Source: an optimization exercise on an open RTL-to-GDS flow (aim: a short achievable clock period and few clock cycles). Production flows keep margins and buffers that such runs may drop. The RTL was checked by simulation tests, not by an equivalence proof against the original design. Power is estimated from default activity; no workload was simulated.

File: flow/config.mk
export PLATFORM = sky130hd
export DESIGN_NAME = dlx_core
export DESIGN_NICKNAME = dlx_core
export VERILOG_FILES = /design/flow/design.v
export SDC_FILE = /design/flow/constraint.sdc
export NUM_CORES = 4
export LEC_CHECK = 0
export CAP_MARGIN = 20
export CORE_MARGIN = 2
export CORE_UTILIZATION = 40
export SLEW_MARGIN = 20
File: flow/constraint.sdc
create_clock -name core_clock -period 7.0 [get_ports {clk}]
set_input_delay 1.4000 -clock core_clock [delete_from_list [all_inputs] [get_ports {clk}]]
set_output_delay 1.4000 -clock core_clock [all_outputs]
set_load 0.01 [all_outputs]
File: flow/design.v
`timescale 1ns/1ps
module dlx_core (
    input  logic        clk,
    input  logic        rst,
    input  logic [31:0] init_pc,
    output logic [31:0] i_addr,
    input  logic [31:0] instruction,
    output logic [31:0] mem_addr,
    output logic [31:0] mem_wr_data,
    output logic        mem_wr,
    input  logic [31:0] mem_rd_data,
    output logic        reg_wr,
    output logic [4:0]  rd,
    output logic [31:0] reg_wr_data
);
    logic [31:0] fpc_q;          
    logic        e_valid;
    logic        e_wr;           
    logic [4:0]  e_rd;
    logic        e_lw;
    logic        e_sw;
    logic        e_beqz;
    logic        e_bnez;
    logic        e_j;
    logic        e_imm_b;        
    logic        e_sub;
    logic        e_and;
    logic        e_or;
    logic        e_xor;
    logic        e_slt;
    logic        e_fwd_a;        
    logic        e_fwd_b;
    logic [31:0] e_bus_a;
    logic [31:0] e_bus_b;
    logic [31:0] e_imm;
    logic [31:0] e_tgt;          
    logic [31:0] res_q;
    logic [31:0] regs [1:31];
    logic [31:0] op_a;
    logic [31:0] op_b;
    logic [31:0] src_b;
    logic        a_zero;
    logic        take;
    logic [31:0] alu_res;
    logic [31:0] e_res;
    assign op_a  = e_fwd_a ? res_q : e_bus_a;
    assign op_b  = e_fwd_b ? res_q : e_bus_b;
    assign src_b = e_imm_b ? e_imm : op_b;
    assign a_zero = (op_a == 32'd0);
    assign take   = e_valid && (e_j || (e_beqz && a_zero) || (e_bnez && !a_zero));
    assign i_addr = take ? e_tgt : fpc_q;
    logic [31:0] sum;
    logic [31:0] diff;
    logic        slt;
    assign sum  = op_a + src_b;
    assign diff = op_a - op_b;
    assign slt  = (op_a[31] ^ op_b[31]) ? op_a[31] : diff[31];
    always_comb begin
        if (e_sub)      alu_res = diff;
        else if (e_and) alu_res = op_a & op_b;
        else if (e_or)  alu_res = op_a | op_b;
        else if (e_xor) alu_res = op_a ^ op_b;
        else if (e_slt) alu_res = {31'd0, slt};
        else            alu_res = sum;
    end
    assign e_res = e_lw ? mem_rd_data : alu_res;
    assign mem_addr    = op_a + e_imm;
    assign mem_wr_data = op_b;
    assign mem_wr      = e_valid && e_sw;
    always_ff @(posedge clk) begin
        if (rst) begin
            res_q       <= '0;
            reg_wr      <= 1'b0;
            rd          <= '0;
            reg_wr_data <= '0;
        end else begin
            res_q       <= e_res;
            reg_wr      <= e_valid && e_wr;
            rd          <= e_rd;
            reg_wr_data <= e_res;
        end
    end
    always_ff @(posedge clk) begin
        if (rst) begin
            for (int i = 1; i < 32; i++) regs[i] <= '0;
        end else if (e_valid && e_wr) begin
            regs[e_rd] <= e_res;
        end
    end
    logic [5:0]  d_op;
    logic [5:0]  d_fn;
    logic [4:0]  d_rs1;
    logic [4:0]  d_rs2;
    logic [4:0]  d_rd;
    logic        d_rtype;
    logic        d_addi;
    logic        d_lw;
    logic        d_sw;
    logic        d_wr;
    logic [31:0] d_imm;
    logic [31:0] d_bus_a;
    logic [31:0] d_bus_b;
    logic [31:0] d_pc4;
    assign d_op  = instruction[31:26];
    assign d_fn  = instruction[5:0];
    assign d_rs1 = instruction[25:21];
    assign d_rs2 = instruction[20:16];
    assign d_rtype = (d_op == 6'h00);
    assign d_addi  = (d_op == 6'h08);
    assign d_lw    = (d_op == 6'h23);
    assign d_sw    = (d_op == 6'h2b);
    assign d_rd    = d_rtype ? instruction[15:11] : d_rs2;
    assign d_wr    = (d_rtype || d_addi || d_lw) && (d_rd != 5'd0);
    assign d_imm = (d_op == 6'h02) ? {{6{instruction[25]}}, instruction[25:0]}
                                   : {{16{instruction[15]}}, instruction[15:0]};
    assign d_bus_a = (d_rs1 == 5'd0) ? 32'd0 : regs[d_rs1];
    assign d_bus_b = (d_rs2 == 5'd0) ? 32'd0 : regs[d_rs2];
    assign d_pc4 = i_addr + 32'd4;
    always_ff @(posedge clk) begin
        if (rst) begin
            fpc_q   <= init_pc;
            e_valid <= 1'b0;
            e_wr    <= 1'b0;
            e_rd    <= '0;
            e_lw    <= 1'b0;
            e_sw    <= 1'b0;
            e_beqz  <= 1'b0;
            e_bnez  <= 1'b0;
            e_j     <= 1'b0;
            e_imm_b <= 1'b0;
            e_sub   <= 1'b0;
            e_and   <= 1'b0;
            e_or    <= 1'b0;
            e_xor   <= 1'b0;
            e_slt   <= 1'b0;
            e_fwd_a <= 1'b0;
            e_fwd_b <= 1'b0;
            e_bus_a <= '0;
            e_bus_b <= '0;
            e_imm   <= '0;
            e_tgt   <= '0;
        end else begin
            fpc_q   <= d_pc4;
            e_valid <= 1'b1;
            e_wr    <= d_wr;
            e_rd    <= d_rd;
            e_lw    <= d_lw;
            e_sw    <= d_sw;
            e_beqz  <= (d_op == 6'h04);
            e_bnez  <= (d_op == 6'h05);
            e_j     <= (d_op == 6'h02);
            e_imm_b <= !d_rtype;
            e_sub   <= d_rtype && (d_fn == 6'h22);
            e_and   <= d_rtype && (d_fn == 6'h24);
            e_or    <= d_rtype && (d_fn == 6'h25);
            e_xor   <= d_rtype && (d_fn == 6'h26);
            e_slt   <= d_rtype && (d_fn == 6'h2a);
            e_fwd_a <= e_valid && e_wr && (e_rd == d_rs1);
            e_fwd_b <= e_valid && e_wr && (e_rd == d_rs2);
            e_bus_a <= d_bus_a;
            e_bus_b <= d_bus_b;
            e_imm   <= d_imm;
            e_tgt   <= d_pc4 + d_imm;
        end
    end
endmodule
File: flow/run.sh
#!/bin/bash
# synth_recipe.tcl (not shown) runs the flow's synth.tcl, then flattens the netlist and writes it again
# the make line also repeats each setting of config.mk as NAME=value (left out here)
make -C /OpenROAD-flow-scripts/flow DESIGN_CONFIG=/design/flow/config.mk WORK_HOME=/design/flow/orfs CLKGATE_MAP_FILE= SYNTH_SCRIPT=/design/flow/synth_recipe.tcl finish
==> metrics.md <==
| Metric | Value |
|---|---|
| Max-cap violations | 0 |
| Initial antenna violation count | 10 |
| Post-Syn Area per Cell | 12.95 µm² |
| Internal power | 13.99 mW |
| Synth Flop Type | edfxtp_1 |
| Switching share of power | 0.2947 |
| Combinational Power Share | 0.201 |
| Number of synthesized flops with an enable pin | 1024 |
| Reg area | 0.03500 mm² |
| Synthesized flop and latch total | 1236 |
| Crit path DAT | 5340 ps |
| Synthesized cell area | 0.06899 mm² |
| Hold-critical path endpoint | rd[1] |
| CP max FO | 37 |
| Status | timing/DRC/antenna clean |
| Post-synth top cells | 1024 x edfxtp_1, 971 x nor2_1, 640 x mux4_2 |
| Worst Hold Launch | e_rd[1] |
| First drt pass iteration count | 6 |
| Vias in the first global route | 48390 |
| Clk root buf | clkbuf_16 |
| Lkg Pwr | 29.01 nW |
| Drt total wl | 256.7 mm |
| Final worst path period share | 0.9624 |
| Aggregate global-route resource usage | 0.2893 |
| Crit path cell chain | buf_12 > mux2i_1 > inv_1 > ha_1 > inv_1 > fa_1 > nor2b_1 > o21a_1 > o21ai_0 > a211oi_2 > o2111ai_1 > a31oi_2 > a21oi_2 > a211oi_2 > mux2_2 > o211ai_1 > clkdlybuf4s50_1 |
| Final Hold Viols | 0 |
| Count leader, synth | edfxtp_1 |
| Routed wire per std cell | 32.73 µm |
| Slew Viols, Final | 0 |
| Top post-synthesis cells by area | edfxtp_1 45%, mux4_2 21%, dfxtp_1 6.2% |
| Die W | 419.3 µm |
| Synth area leader | edfxtp_1 |
| Register area share after synthesis | 0.5073 |
| Fmax | 148.4 MHz |
| # Post-CTS Setup Buffers | 0 |
| Setup crit start kind | register |
| Design area | 0.07901 mm² |
| Layout cells sized above 1 | 0.2258 |
| Vias per cell | 6.328 |
| Crit-path slowest cell | clkdlybuf4s50_1 |
| Hold path depth | 1 |
| Final setup violation count | 0 |
| Placed Area | 0.07448 mm² |
| Power share of the sequential group | 0.428 |
| I/O Pins | 233 |
| Clock Sinks | 1236 |
| Final TNS setup | 0 ps |
| H-tree depth | 4 |
| Post-route DRC | 0 |
| CORE AREA | 0.1715 mm² |
| Row cnt | 152 |
| Clk slew on worst S/H paths | 60 ps |
| Clk pwr share | 0.371 |
| Final hold slack | 605.8 ps |
| Worst slew pin tran | 1160 ps |
| Flop2flop setup slack | 690 ps |
| Die area | 0.1758 mm² |
| CTS tree | done |
| Initial DRC count | 7211 |
| Die height | 419.3 µm |
| Endpoint type of the worst setup path | primary output |
| Starting density of the core | 0.4021 |
| Crit path largest cell delay | 570 ps |
| Clock Skew | 33.36 ps |
| Reg2reg start | e_fwd_a |
| Syn_nets | 5621 |
| Synth cell types | 80 |
| Unrepaired setup endpoints after global routing | false |
| VDD IR-drop max | 0.0002130 V |
| Crit Path Class | reg2out |
| R2r worst-path depth | 19 |
| Largest net degree at the start of global routing | 136 |
| Worst hold path class | reg2reg |
| Filler instances | 15180 |
| Area of the multi-input gates | 0.03201 mm² |
| First-pass GRT wire length | 360.1 mm |
| Fin nets | 5713 |
| Post-synth ARST share | 0 |
| Post-DP HPWL | 165.6 mm |
| Worst relative slew slack | 0.2239 |
| Port Buffers | 232 |
| Final min period | 6737 ps |
| Grt total ovfl | 0 |
| Critical Path RT | 5600 ps |
| Global placer's final weighted congestion | 0.9343 |
| Power Dens Cells | 251.1 mW/mm² |
| Clock latency on the worst-skew pair | 790 ps |
| Post-layout util | 0.4606 |
| Bufs on Longest Clock Path | 3 |
| Sw power | 5.846 mW |
| Worst R2R End | e_tgt[28] |
| Total number of vias | 49630 |
| TritonCTS Buffers | 139 |
| Ys Warns | 1 |
| Yosys top cell area share | 0.4457 |
| Layout area overhead | 14.53% |
| Gate Count Post-Synth | 5327 |
| Antenna-violating nets left | 0 |
worst max path at each step:
stage | start | to | slack [ps] | depth (start not counted)
6_report | e_fwd_a | mem_addr[30] | 260 | 17
5_1_grt | e_fwd_a | mem_addr[28] | 20 | 17
4_1_cts | e_fwd_a | mem_addr[30] | 40 | 17
3_5_place_dp | e_fwd_a | mem_addr[30] | 680 | 17
3_3_place_gp | reg_wr_data[1] | e_tgt[31] | 560 | 22
2_1_floorplan | reg_wr_data[2] | e_tgt[31] | 880 | 26
critical path, delay by kind of cell, from the launching register on:
kind / cells / cell delay (ps)
compound gates: 8 / 1760
buf+inv: 4 / 1070
flops: 1 / 360
mux: 2 / 560
fa+ha+maj: 2 / 660
simple gates: 1 / 130
cell usage in the layout (no fill, tap or decap), drive strengths merged, types with 26 or more instances in the layout:
master         Yosys  final
inv              175    181
clkinv             0     60
xor2              40     40
clkbuf           371    174
xnor2             88     88
a21o              49     49
o21ai             82     82
a211oi            37     37
ha               191    191
nand3             39     39
mux4             640    640
nor2b             43     43
nor3             182    182
clkdlybuf4s50      0    221
buf               94    195
nor2             971    971
edfxtp          1024   1024
mux2              93     93
and2              26     26
mux2i            148    148
dfxtp            212    212
nand2            209    209
a21oi            267    267
and3              28     28
power by group through the flow:
stage / clock network (mW) / registers [mW] / logic, mW
3_5_place_dp: 0 / 8.64 / 3.91
3_3_place_gp: 0 / 8.62 / 3.89
5_1_grt: 7.69 / 8.53 / 4.20
2_1_floorplan: 0 / 8.58 / 2.37
6_report: 7.36 / 8.50 / 3.98
4_1_cts: 7.40 / 8.49 / 3.93
what timing repair did:
| action | 4_1_cts | 5_1_grt |
|---|---|---|
| endpoints found under the setup margin | 1 | 4 |
| gates cloned | 0 | 0 |
| gates resized for setup | 2 | 3 |
| hold buffers | 0 | 0 |
| pin swaps | 0 | 1 |
per-stage QoR:
step	power (mW)	instances	setup WS, ps
2_1_floorplan	10.94	5327	876.7
6_report	19.84	7843	263.5
3_3_place_gp	12.51	7585	562.6
5_1_grt	20.42	7841	24.73
4_1_cts	19.81	7841	40.51
3_5_place_dp	12.55	7588	682.9
registers in the layout (all words and copies together), names as in the netlist, 5 cells and up:
register	count
e_bus_a	32
e_bus_b	32
e_imm	26
e_rd	5
e_tgt	32
fpc_q	32
rd	5
reg_wr_data	32
regs	1024
metal layers:
metal,track usage,share of wire,wire length [µm]
met2,0.4558,0.46,117700
met5,0,0.00018,46
met3,0.08483,0.13,32480
met4,0.1224,0.048,12270
met1,0.3723,0.37,94200
cell type report:
cell class / count / share of cell area
Clock buffer: 174 / 0.04706
Timing Repair Buffer: 416 / 0.04991
Tap cell: 2310 / 0.03658
Multi-Input combinational cell: 3451 / 0.4052
Clock inverter: 79 / 0.009913
Inverter: 175 / 0.008345
Sequential cell: 1236 / 0.4430
Antenna cell: 2 / 0.00006334
cells by family (layout without fill, tap and decap cells):
group                      after synthesis  in the layout  synth area share
and+or+nand+nor                       1620           1620            0.1017
DFF                                   1236           1236            0.5073
muxes                                  881            881            0.2456
buffers and inverters                  640            844           0.03558
AOI/OAI and AO/OA                      625            625           0.05717
adders and majority gates              196            196           0.03609
xor gates and xnor gates               129            129           0.01658
other                                    0              2                 0
Testbench counts, summed over its fixed seeds: cycles 24,951.

afterwards: timing with drivers on the ports:
The flow's constraints put no driver on any port. The routed layout listed below was extracted and timed again, unchanged, in two steps.
Step 1: set_driving_cell puts a clkbuf_16 on clk and a buf_2 on each other input, an assumption about the parent block.
Step 2 adds t to the input delays and takes it off the output delays; t is the mean of the earliest and latest rising clock arrival at the registers after step 1. Input paths then give back, and output paths get back, about the clock's delay inside the block.
a / b / c = no drivers / after step 1 / after step 2; a / b = the first two.
t, ns: 0.867
setup WS [ns]: 0.263 / 0.175 / 0.691
latest minus earliest clock arrival (ns): 0.037 / 0.037
cell pins on the clock port's net: 1
After both steps this run still meets setup and hold. For this run, drivers alone change the setup slack by -0.088 ns; drivers and shift together by +0.428 ns.
